Source: an optimization exercise on an open RTL-to-GDS flow (aim: small area, a short achievable clock period and few clock cycles per item). Production flows keep margins and buffers that such runs may drop.
The RTL was checked by simulation tests, not by an equivalence proof against the original design.
Power figures rest on the tool's default switching activity, not on a simulated workload.

Setup of the previous run:
==> flow/design.v (excerpt) <==
module mc_alu (
  input  logic        clk,
  input  logic        reset_n,
  input  logic        in_valid,
  output logic        in_ready,
  input  logic [3:0]  op,
  input  logic [63:0] a,
  input  logic [63:0] b,
  input  logic        flush,
  output logic        out_valid,
  input  logic        out_ready,
  output logic [63:0] result,
  output logic        zero,
  output logic        negative,
  output logic        overflow,
  output logic        carry_out
);
  localparam logic [65:0] HS_INIT = {2'b10, 64'h8000_0000_0000_0000};
  typedef struct packed {
    logic mul;      
    logic sub;      
    logic arith;    
    logic and_;
    logic or_;
    logic xor_;
    logic passb;
    logic lsl;
    logic lsr;
  } dec_t;
  function automatic logic [15:0] booth_sel(input logic [8:0] bits);
    logic [3:0] p1, n1, p2, n2;
    for (int j = 0; j < 4; j++) begin
      p1[j] = ~bits[2*j+2] & (bits[2*j+1] ^ bits[2*j]);
      n1[j] =  bits[2*j+2] & (bits[2*j+1] ^ bits[2*j]);
      p2[j] = ~bits[2*j+2] & bits[2*j+1] & bits[2*j];
      n2[j] =  bits[2*j+2] & ~bits[2*j+1] & ~bits[2*j];
    end
    booth_sel = {p1, n1, p2, n2};
  endfunction
  logic        e_valid_q;     
  logic [3:0]  cnt_q;         
  logic        out_valid_q;
  dec_t        e_q;
  logic [63:0] a_q;           
  logic [63:0] b_q;           
  logic [65:0] hs_q, hc_q;    
  ...
export LEC_CHECK = 0
export CAP_MARGIN = 20
export CORE_MARGIN = 2
export CORE_UTILIZATION = 65
export PLACE_DENSITY = 0.72
export SETUP_SLACK_MARGIN = 4.1
export SLEW_MARGIN = 20
export TNS_END_PERCENT = 100
create_clock -name core_clock -period 8.0 [get_ports {clk}]
run.sh (not shown) runs the stock make flow with config.mk's settings and CLKGATE_MAP_FILE= SYNTH_SCRIPT=/design/flow/synth_recipe.tcl, a recipe that flattens the netlist after the stock synthesis.
Testbench counts of the previous run, summed over its fixed seeds: cycles 5,939, items 3,200.
Changes in the current run relative to the previous run:
diff --git a/flow/design.v b/flow/design.v
--- a/flow/design.v
+++ b/flow/design.v
@@ -823,19 +823,19 @@
     cy = {gl[6][62:0], e_q.sub};    
     for (int i = 0; i < 64; i++)
       sh_in[i] = e_q.lsl ? a_q[63-i] : a_q[i];
     sh_out = sh_in >> b_q[5:0];
     for (int i = 0; i < 64; i++)
       sh_rev[i] = sh_out[63-i];
-    core_res = ({64{e_q.arith | e_q.xor_}} & p)
+    core_res = ({64{e_q.arith}} & (p ^ cy))
              | ({64{e_q.and_}}  & g)
              | ({64{e_q.or_}}   & (p | g))
+             | ({64{e_q.xor_}}  & p)
              | ({64{e_q.passb}} & b_q)
              | ({64{e_q.lsl}}   & sh_rev)
              | ({64{e_q.lsr}}   & sh_out);
-    core_res = core_res ^ ({64{e_q.arith}} & cy);
     core_cry = e_q.arith & gl[6][63];
     core_ovf = e_q.arith & (cy[63] ^ gl[6][63]);
   end
   logic [7:0]  step_lo;
   logic        step_cout;
   logic [65:0] step_hs, step_hc;
### Flow results
~same total number of multi-input combinational cells in the previous run and the current run
XOR/XNOR share of the synthesized area, the previous run and the current run, lower one = the current run.
Sort the previous run and the current run by synthesized cell count, descending, and the current run comes first.
Sort the previous run and the current run by power share of the combinational group desc -> top: the previous run
[compare] base=the previous run new=the current run: mux share of post-synthesis cell area now sits lower, worst-path maximum fanout now sits higher.
On clock skew, the previous run and the current run are neck and neck.
The current run has more setup slack than the previous run.
[the current run] post-route core utilization fell 0.31 points relative to the previous run
The current run vs the previous run: non-clock buffer count up in the current run
Testbench counts of the current run, summed over its fixed seeds: cycles 5,939, items 3,200.

--- another note on this design; it stands on its own ---

== the reference run ==
// mc_alu
module mc_alu (
  input  logic        clk,
  input  logic        reset_n,
  input  logic        in_valid,
  output logic        in_ready,
  input  logic [3:0]  op,
  input  logic [63:0] a,
  input  logic [63:0] b,
  input  logic        flush,
  output logic        out_valid,
  input  logic        out_ready,
  output logic [63:0] result,
  output logic        zero,
  output logic        negative,
  output logic        overflow,
  output logic        carry_out
);
==> flow/config.mk <==
export PLATFORM = sky130hd
export DESIGN_NAME = mc_alu
export DESIGN_NICKNAME = mc_alu
export VERILOG_FILES = /design/flow/design.v
export SDC_FILE = /design/flow/constraint.sdc
export NUM_CORES = 4
export LEC_CHECK = 0
export CAP_MARGIN = 20
export CORE_MARGIN = 2
export CORE_UTILIZATION = 60
export PLACE_DENSITY = 0.68
export SETUP_SLACK_MARGIN = 3.8
export SLEW_MARGIN = 20
export TNS_END_PERCENT = 100
==> flow/constraint.sdc <==
create_clock -name core_clock -period 8.0 [get_ports {clk}]
set_input_delay 1.6000 -clock core_clock [delete_from_list [all_inputs] [get_ports {clk}]]
set_output_delay 1.6000 -clock core_clock [all_outputs]
set_load 0.01 [all_outputs]
standard.sh (not shown) runs the stock make flow with config.mk's settings and CLKGATE_MAP_FILE= SYNTH_SCRIPT=/design/flow/synth_recipe.tcl, a recipe that flattens the netlist after the stock synthesis.
==> flow/flow/run.sh <==
#!/bin/bash
set -euo pipefail
export BUFFER_PORTS_ARGS="-buffer_cell sky130_fd_sc_hd__buf_2"
bash standard.sh > standard.log 2>&1
The flow did not stop early for the reference run: all stages ran, and the layout cleared the timing, DRC and antenna checks.
Testbench counts of the reference run, summed over its fixed seeds: cycles 5,939, items 3,200.
Here is what was changed in the inputs of the trial run compared with the reference run.
==> flow/run.sh (new file) <==
#!/bin/bash
# synth_recipe.tcl (not shown) runs the flow's synth.tcl, then flattens the netlist and writes it again
# the make line also repeats each setting of config.mk as NAME=value (left out here)
make -C /OpenROAD-flow-scripts/flow DESIGN_CONFIG=/design/flow/config.mk WORK_HOME=/design/flow/orfs CLKGATE_MAP_FILE= SYNTH_SCRIPT=/design/flow/synth_recipe.tcl finish
removed: flow/flow/run.sh
removed: flow/standard.sh
## What came out
Compared with the reference run, in the trial run total track usage has decreased, part of the total power dissipated in the clock network has decreased, register share of the cell area has decreased, post-detailed-routing wire length has decreased.

-- separate check: timing with driven ports --
The flow's constraints put no driver on any port. The routed layouts listed below were extracted and timed again, unchanged, in two steps. Step 1 (the two cells are an assumption about what drives the block):
set clk [get_ports {clk}]
set_driving_cell -lib_cell sky130_fd_sc_hd__clkbuf_16 $clk
set_driving_cell -lib_cell sky130_fd_sc_hd__buf_2 [delete_from_list [all_inputs] $clk]
Step 2 adds t to the input delays and takes it off the output delays; t is the mean of the earliest and latest rising clock arrival at the registers after step 1. Input paths then give back, and output paths get back, about the clock's delay inside the block. Three values: ideal, step 1, step 2; two values: the first two.
run | shift t [ns] | setup slack, ns | worst setup path at the end
the previous run | 0.678 | 3.708 / 3.634 / 3.267 | input to register
the current run | 0.698 | 3.993 / 3.993 / 3.416 | input to register
the reference run | 0.693 | 3.758 / 3.756 / 3.277 | input to register
the trial run | 0.697 | 3.769 / 3.769 / 3.219 | input to register
After both steps setup and hold are still met in every run listed. For the current run, which loses most, drivers alone change the setup slack by 0.000 ns; drivers and shift together by -0.577 ns.
